Background: an optimization exercise with open tools, aiming at small area. Do not read the settings as production practice. Function was checked by simulation only, so behaviour that the tests miss may differ from the original. The flow treats the clock pin as an ideal source, which a real chip does not have. Power and IR drop assume default switching activity.

==> run a: inputs <==
==> flow/design.v <==
package tft_pkg;
	typedef struct packed {
		logic [4:0] red;
		logic [5:0] green;
		logic [4:0] blue;
	} rgb565_t;
	typedef struct packed {
		logic [7:0] red;
		logic [7:0] green;
		logic [7:0] blue;
	} rgb888_t;
	typedef struct packed {
		logic pixel_stb;
		logic hblank;
		logic vblank;
	} tft_sync_t;
	typedef struct packed {
		rgb888_t rgb;
		logic    de;
	} tft_pixel_t;
	typedef struct packed {
		logic        req;
		logic [23:0] addr;
	} mem_req_t;
endpackage
`timescale 1ns/1ps
module tft_timing (
	input  logic               clk,
	input  logic               n_reset,
	output tft_pkg::tft_sync_t sync,
	output logic               flush,
	output logic               first,
	output logic               near_stb
);
logic [10:0] cnt;
logic [10:0] nxt;
logic [11:0] cy;      
logic [2:0]  div;
logic [2:0]  line;
assign div  = cnt[2:0];
assign line = cnt[10:8];
always_comb begin
	cy[0] = 1'b1;
	for (int i = 0; i < 11; i++) begin
		nxt[i]    = cnt[i] ^ cy[i];
		cy[i + 1] = cnt[i] & cy[i];
	end
end
always_ff @(posedge clk, negedge n_reset) begin
	if (!n_reset)
		cnt <= '0;
	else
		cnt <= {nxt[10:7], nxt[6:5] | {2{~nxt[7]}}, nxt[4:0]};
end
assign sync     = {div == 3'd0 & (cnt[7] | cnt[6]), ~cnt[7], ~line[2] & ~line[1]};
assign flush    = line == 3'd0;
assign first    = div == 3'd1;
assign near_stb = div == 3'd0 | div[2] & (div[1] | div[0]);
endmodule
`timescale 1ns/1ps
module tft_fetch (
	input  logic                clk,
	input  logic                n_reset,
	input  tft_pkg::tft_sync_t  sync,
	input  logic                flush,
	input  logic                first,
	input  logic                near_stb,
	output tft_pkg::mem_req_t   mem,
	input  logic                rdy,
	input  logic                ifrdy,
	input  tft_pkg::rgb565_t    data,
	output tft_pkg::tft_pixel_t pixel,
	output logic                underrun
);
logic        req;
logic        accept;
logic        keep;
logic        pop;
logic        avail;
logic        shift;
logic        pending;  
logic [2:0]  beat;     
logic [6:0]  kept;     
logic [2:0]  rp;       
logic [2:0]  rp_inc;
logic [6:0]  kept_inc;
logic [7:0]  kc;
logic        show;     
logic        de;
logic [15:0] store [4];
logic [15:0] shown;
function automatic logic [2:0] step3(input logic [2:0] v, input logic en);
	step3 = {v[2] ^ (v[1] & v[0] & en), v[1] ^ (v[0] & en), v[0] ^ en};
endfunction
always_comb begin
	kc[0] = keep;
	for (int i = 0; i < 7; i++) begin
		kept_inc[i] = kept[i] ^ kc[i];
		kc[i + 1]   = kept[i] & kc[i];
	end
end
assign rp_inc = rp + 1'b1;
assign accept = req & rdy;
assign keep   = ifrdy & ~beat[2] & ~(beat[1] & beat[0]);
assign pop    = sync.pixel_stb & ~sync.hblank & ~sync.vblank;
assign avail  = (kept[2:0] != rp) | keep;
assign shift  = pop & avail;
assign req = ~flush & ~pending &
	(kept[2:0] == rp | kept[2:0] == rp_inc & (~show | near_stb));
always_ff @(posedge clk, negedge n_reset) begin
	if (!n_reset)
		beat <= '0;
	else
		beat <= step3(beat, ifrdy);
end
always_ff @(posedge clk, negedge n_reset) begin
	if (!n_reset) begin
		de   <= 1'b0;
		show <= 1'b0;
	end else begin
		de <= ~sync.hblank & ~sync.vblank;
		if (sync.pixel_stb)
			show <= shift;
	end
end
always_ff @(posedge clk) begin
	if (flush) begin
		pending <= 1'b0;
		kept    <= '0;
		rp      <= '0;
	end else begin
		if (accept)
			pending <= 1'b1;
		else if (keep & beat[1])
			pending <= 1'b0;
		kept <= kept_inc;
		rp   <= step3(rp, shift);
	end
end
always_ff @(posedge clk) begin
	if (keep)
		store[kept[1:0]] <= data;
end
always_comb begin
	shown = '0;
	for (int i = 0; i < 4; i++)
		if (show && rp[1:0] == 2'(i + 1))
			shown = shown | store[i];
end
assign mem      = {req, 4'hf, 13'd0, kept};
assign pixel    = {shown[15:11], 3'b000, shown[10:5], 2'b00, shown[4:0], 3'b000, de};
assign underrun = de & ~show & first;
endmodule
`timescale 1ns/1ps
module tft_top (
	input  logic                clk,
	input  logic                n_reset,
	output tft_pkg::mem_req_t   mem,
	input  logic                rdy,
	input  logic                ifrdy,
	input  tft_pkg::rgb565_t    data,
	output tft_pkg::tft_pixel_t pixel,
	output tft_pkg::tft_sync_t  sync,
	output logic                underrun
);
logic flush;
logic first;
logic near_stb;
tft_timing timing_i (
	.clk      (clk),
	.n_reset  (n_reset),
	.sync     (sync),
	.flush    (flush),
	.first    (first),
	.near_stb (near_stb)
);
tft_fetch fetch_i (
	.clk      (clk),
	.n_reset  (n_reset),
	.sync     (sync),
	.flush    (flush),
	.first    (first),
	.near_stb (near_stb),
	.mem      (mem),
	.rdy      (rdy),
	.ifrdy    (ifrdy),
	.data     (data),
	.pixel    (pixel),
	.underrun (underrun)
);
endmodule
==> flow/flow/run.sh <==
#!/bin/bash
# Standard ORFS layout with these changes: the standard synthesis's
# combinational logic is remapped for area (resynth.tcl, flip-flops untouched),
# ports are buffered with buf_1, constants come from one tie cell per value,
# CTS adds no dummy loads, a post-CTS step (post_cts.tcl) downsizes clock
# buffers while the flip-flop clock slew stays low, and power recovery
# downsizes non-critical gates.
set -euo pipefail
export BUFFER_PORTS_ARGS="-buffer_cell sky130_fd_sc_hd__buf_1"
export SKIP_REPAIR_TIE_FANOUT=1
export CTS_ARGS="-sink_clustering_enable -repair_clock_nets -dont_use_dummy_load"
export POST_CTS_TCL="$PWD/flow/post_cts.tcl"
RES=$PWD/orfs/results/$FLOW_PLATFORM/tft_top/base

bash standard.sh synth > synth.log 2>&1

cp $RES/1_2_yosys.v $RES/1_2_yosys_standard.v
export RESYN_LIB=$FLOW_HOME/platforms/sky130hd/lib/sky130_fd_sc_hd__tt_025C_1v80.lib
export RESYN_DONT_USE="$(make -s -C $FLOW_HOME DESIGN_CONFIG=$PWD/config.mk WORK_HOME=$PWD/orfs print-DONT_USE_CELLS | sed -n 's/^DONT_USE_CELLS: //p')"
export RESYN_IN=$RES/1_2_yosys_standard.v
export RESYN_OUT=$RES/1_2_yosys.v
export RESYN_TOP=$FLOW_TOP
export RESYN_ABC=$PWD/flow/resynth.abc
YOSYS=$(command -v yosys || echo $FLOW_HOME/../tools/install/yosys/bin/yosys)
$YOSYS -c flow/resynth.tcl > resynth.log 2>&1
rm -f $RES/1_synth.odb $RES/1_synth.sdc

bash standard.sh "BUFFER_PORTS_ARGS=$BUFFER_PORTS_ARGS" \
	"SKIP_REPAIR_TIE_FANOUT=$SKIP_REPAIR_TIE_FANOUT" \
	"CTS_ARGS=$CTS_ARGS" \
	"POST_CTS_TCL=$POST_CTS_TCL" \
	RECOVER_POWER=100 \
	finish > layout.log 2>&1
==> flow/flow/post_cts.tcl <==
# Downsize clock buffers where the flip-flop clock pins keep a slew below
# slew_limit (in the library's time unit, ns) by the placement estimate.
set slew_limit 0.120
set sizes {sky130_fd_sc_hd__clkbuf_2 sky130_fd_sc_hd__clkbuf_4}
set block [ord::get_db_block]

proc clock_sink_slew {} {
  set worst 0.0
  foreach pin [get_pins -hierarchical */CLK] {
    set s [get_property $pin slew_max]
    if {$s > $worst} { set worst $s }
  }
  return $worst
}

estimate_parasitics -placement
set bufs {}
foreach inst [$block getInsts] {
  if {[[$inst getMaster] getName] eq "sky130_fd_sc_hd__clkbuf_8"} {
    set net [[$inst findITerm X] getNet]
    if {$net ne "NULL" && [$net getSigType] eq "CLOCK"} { lappend bufs [$inst getName] }
  }
}
puts "post_cts: clock buffers $bufs, worst sink slew [clock_sink_slew]"
foreach name $bufs {
  set kept sky130_fd_sc_hd__clkbuf_8
  foreach size $sizes {
    replace_cell $name $size
    estimate_parasitics -placement
    set w [clock_sink_slew]
    if {$w <= $slew_limit} {
      set kept $size
      break
    }
  }
  if {$kept eq "sky130_fd_sc_hd__clkbuf_8"} { replace_cell $name $kept; estimate_parasitics -placement }
  puts "post_cts: $name -> $kept (worst sink slew [clock_sink_slew])"
}
==> flow/flow/resynth.abc <==
&get -n
&st
&dch
&nf -R 1000
&put
&get -n
&st
&dch
&nf -R 1000
&put
==> flow/flow/resynth.tcl <==
# Remap the standard synthesis's combinational logic for area. The flip-flops
# and tie cells stay exactly as the standard synthesis made them (same cells,
# same instance names); every other cell is read as its liberty function and
# mapped again by ABC with an area-oriented script.
yosys -import
set lib $::env(RESYN_LIB)
set dont_use {}
foreach c $::env(RESYN_DONT_USE) { lappend dont_use -dont_use $c }
read_liberty -ignore_miss_func -ignore_miss_dir $lib
read_verilog $::env(RESYN_IN)
hierarchy -top $::env(RESYN_TOP)
set keep {}
foreach m [split [string trim [exec grep -o {sky130_fd_sc_hd__[a-z0-9_]*} $::env(RESYN_IN)]] "\n"] {
  if {[regexp {__(df|edf|sdf|dl|conb)} $m]} { lappend keep $m }
}
blackbox {*}[lsort -unique $keep]
flatten
opt -purge
abc -liberty $lib {*}$dont_use -script $::env(RESYN_ABC)
opt_clean -purge
hilomap -singleton -hicell sky130_fd_sc_hd__conb_1 HI -locell sky130_fd_sc_hd__conb_1 LO
splitnets
opt_clean -purge
insbuf -buf sky130_fd_sc_hd__buf_4 A X
stat -liberty $lib
write_verilog -noattr -noexpr -nohex -nodec $::env(RESYN_OUT)
==> flow/standard.sh <==
#!/bin/bash
# synth_recipe.tcl (not shown) runs the flow's synth.tcl, then flattens the netlist and writes it again
# the make line also repeats each setting of config.mk as NAME=value (left out here)
make -C /OpenROAD-flow-scripts/flow DESIGN_CONFIG=/design/flow/config.mk WORK_HOME=/design/flow/orfs CLKGATE_MAP_FILE= SYNTH_SCRIPT=/design/flow/synth_recipe.tcl "${@:-finish}"
==> flow/config.mk <==
export PLATFORM = sky130hd
export DESIGN_NAME = tft_top
export DESIGN_NICKNAME = tft_top
export VERILOG_FILES = /design/flow/design.v
export SDC_FILE = /design/flow/constraint.sdc
export NUM_CORES = 4
export LEC_CHECK = 0
export CAP_MARGIN = 20
export CORE_MARGIN = 2
export CORE_UTILIZATION = 40
export SLEW_MARGIN = 20
==> flow/constraint.sdc <==
create_clock -name core_clock -period 10.0 [get_ports {clk}]
set_input_delay 2.0000 -clock core_clock [delete_from_list [all_inputs] [get_ports {clk}]]
set_output_delay 2.0000 -clock core_clock [all_outputs]
set_load 0.01 [all_outputs]
==> run b (differences from run a) <==
--- a/flow/design.v
+++ b/flow/design.v
@@ -102,5 +102,5 @@
 assign rp_inc = rp + 1'b1;
 assign accept = req & rdy;
-assign keep   = ifrdy & ~beat[2] & ~(beat[1] & beat[0]);
+assign keep   = ifrdy & ~beat[2] & ~(beat[1] & beat[0]) & ~flush;
 assign pop    = sync.pixel_stb & ~sync.hblank & ~sync.vblank;
 assign avail  = (kept[2:0] != rp) | keep;
==> flow/flow/run.sh (replaced) <==
#!/bin/bash
# Standard ORFS layout with these changes: ports are buffered with buf_1,
# constants come from one tie cell per value, CTS adds no dummy loads and a
# post-CTS step (post_cts.tcl) downsizes clock buffers while the flip-flop
# clock slew stays low, and power recovery downsizes non-critical gates.
set -euo pipefail
export BUFFER_PORTS_ARGS="-buffer_cell sky130_fd_sc_hd__buf_1"
export SKIP_REPAIR_TIE_FANOUT=1
export CTS_ARGS="-sink_clustering_enable -repair_clock_nets -dont_use_dummy_load"
export POST_CTS_TCL="$PWD/flow/post_cts.tcl"
bash standard.sh synth > synth.log 2>&1
bash standard.sh "BUFFER_PORTS_ARGS=$BUFFER_PORTS_ARGS" \
	"SKIP_REPAIR_TIE_FANOUT=$SKIP_REPAIR_TIE_FANOUT" \
	"CTS_ARGS=$CTS_ARGS" \
	"POST_CTS_TCL=$POST_CTS_TCL" \
	RECOVER_POWER=100 \
	finish > layout.log 2>&1
CORE_UTILIZATION = 70   (was 40)
removed: flow/flow/resynth.abc
removed: flow/flow/resynth.tcl
==> run c (differences from run a) <==
--- a/flow/design.v
+++ b/flow/design.v
@@ -102,5 +102,5 @@
 assign rp_inc = rp + 1'b1;
 assign accept = req & rdy;
-assign keep   = ifrdy & ~beat[2] & ~(beat[1] & beat[0]);
+assign keep   = ifrdy & ~beat[2] & ~(beat[1] & beat[0]) & ~flush;
 assign pop    = sync.pixel_stb & ~sync.hblank & ~sync.vblank;
 assign avail  = (kept[2:0] != rp) | keep;
@@ -108,10 +108,4 @@
 assign req = ~flush & ~pending &
 	(kept[2:0] == rp | kept[2:0] == rp_inc & (~show | near_stb));
-always_ff @(posedge clk, negedge n_reset) begin
-	if (!n_reset)
-		beat <= '0;
-	else
-		beat <= step3(beat, ifrdy);
-end
 always_ff @(posedge clk, negedge n_reset) begin
 	if (!n_reset) begin
@@ -127,4 +121,5 @@
 	if (flush) begin
 		pending <= 1'b0;
+		beat    <= '0;
 		kept    <= '0;
 		rp      <= '0;
@@ -134,4 +129,5 @@
 		else if (keep & beat[1])
 			pending <= 1'b0;
+		beat <= step3(beat, ifrdy);
 		kept <= kept_inc;
 		rp   <= step3(rp, shift);
--- a/flow/flow/run.sh
+++ b/flow/flow/run.sh
@@ -3,7 +3,8 @@
 # combinational logic is remapped for area (resynth.tcl, flip-flops untouched),
 # ports are buffered with buf_1, constants come from one tie cell per value,
-# CTS adds no dummy loads, a post-CTS step (post_cts.tcl) downsizes clock
-# buffers while the flip-flop clock slew stays low, and power recovery
-# downsizes non-critical gates.
+# global placement is not timing-driven (pre_gpl.tcl removes the synthesis
+# buffers first), CTS adds no dummy loads, a post-CTS step (post_cts.tcl) downsizes clock
+# buffers while the flip-flop clock slew stays low and then downsizes
+# non-critical gates (power recovery) and repairs slew and capacitance.
 set -euo pipefail
 export BUFFER_PORTS_ARGS="-buffer_cell sky130_fd_sc_hd__buf_1"
@@ -30,4 +31,4 @@
 	"CTS_ARGS=$CTS_ARGS" \
 	"POST_CTS_TCL=$POST_CTS_TCL" \
-	RECOVER_POWER=100 \
+	"PRE_GLOBAL_PLACE_TCL=$PWD/flow/pre_gpl.tcl" \
 	finish > layout.log 2>&1
--- a/flow/flow/post_cts.tcl
+++ b/flow/flow/post_cts.tcl
@@ -37,2 +37,10 @@
   puts "post_cts: $name -> $kept (worst sink slew [clock_sink_slew])"
 }
+
+# Downsize gates off the critical paths, then repair any slew or capacitance
+# violation this leaves and legalize the placement again.
+repair_timing -verbose -recover_power 100
+estimate_parasitics -placement
+repair_design -verbose -cap_margin 0 -slew_margin 0
+detailed_placement
+check_placement -verbose
==> flow/flow/pre_gpl.tcl (new file) <==
remove_buffers
==> flow/flow/resynth.abc (replaced) <==
&get -n
&st
&dch
&nf -R 1000
&put
&get -n
&st
&deepsyn -J 1000 -S 1
&dch
&nf -R 1000
&put
CAP_MARGIN = 0   (was 20)
GPL_TIMING_DRIVEN = 0   (was unset)
SLEW_MARGIN = 0   (was 20)
==> notes.md <==
Between run c and run a, the lower fmax is in run a (gap 4.1%, measured against run a).
Between run a and run c, the lower sequential power is in run c (gap 8.9%, measured against run c).
Global-route usage: run c is higher than run a (0.80 points).
Total power, lowest first: run c, run b, run a.
Count of clock-buffer cells in the layout is the same in run a and run c.
Of run c and run a, run a has the higher clock power (gap about 6%, measured against run a).
The highest clock skew belongs to run b, the lowest to run c.

what the ideal ports hide:
The flow's constraints put no driver on any port. The routed layouts listed below were extracted and timed again, unchanged, in two steps. Step 1 (the two cells are an assumption about what drives the block):
set clk [get_ports {clk}]
set_driving_cell -lib_cell sky130_fd_sc_hd__clkbuf_16 $clk
set_driving_cell -lib_cell sky130_fd_sc_hd__buf_2 [delete_from_list [all_inputs] $clk]
Step 2 moves the port delays by t, midway between the first and last clock arrival at a register: inputs arrive t later, outputs are due t later. That takes back most of the time a late clock gives input paths. Slacks: ideal ports / drivers / drivers and shift; pairs: ideal ports / drivers.
run	t (ns)	setup slack, ns	latest minus earliest clock arrival (ns)
run a	0.512	5.288 / 5.263 / 5.643	0.026 / 0.026
run b	0.500	5.748 / 5.725 / 6.114	0.033 / 0.034
run c	0.516	5.474 / 5.446 / 5.405	0.026 / 0.026
After both steps every run listed still meets setup and hold. The setup slack of run c, which loses most, moves by -0.028 ns with the drivers and by -0.069 ns with both steps.
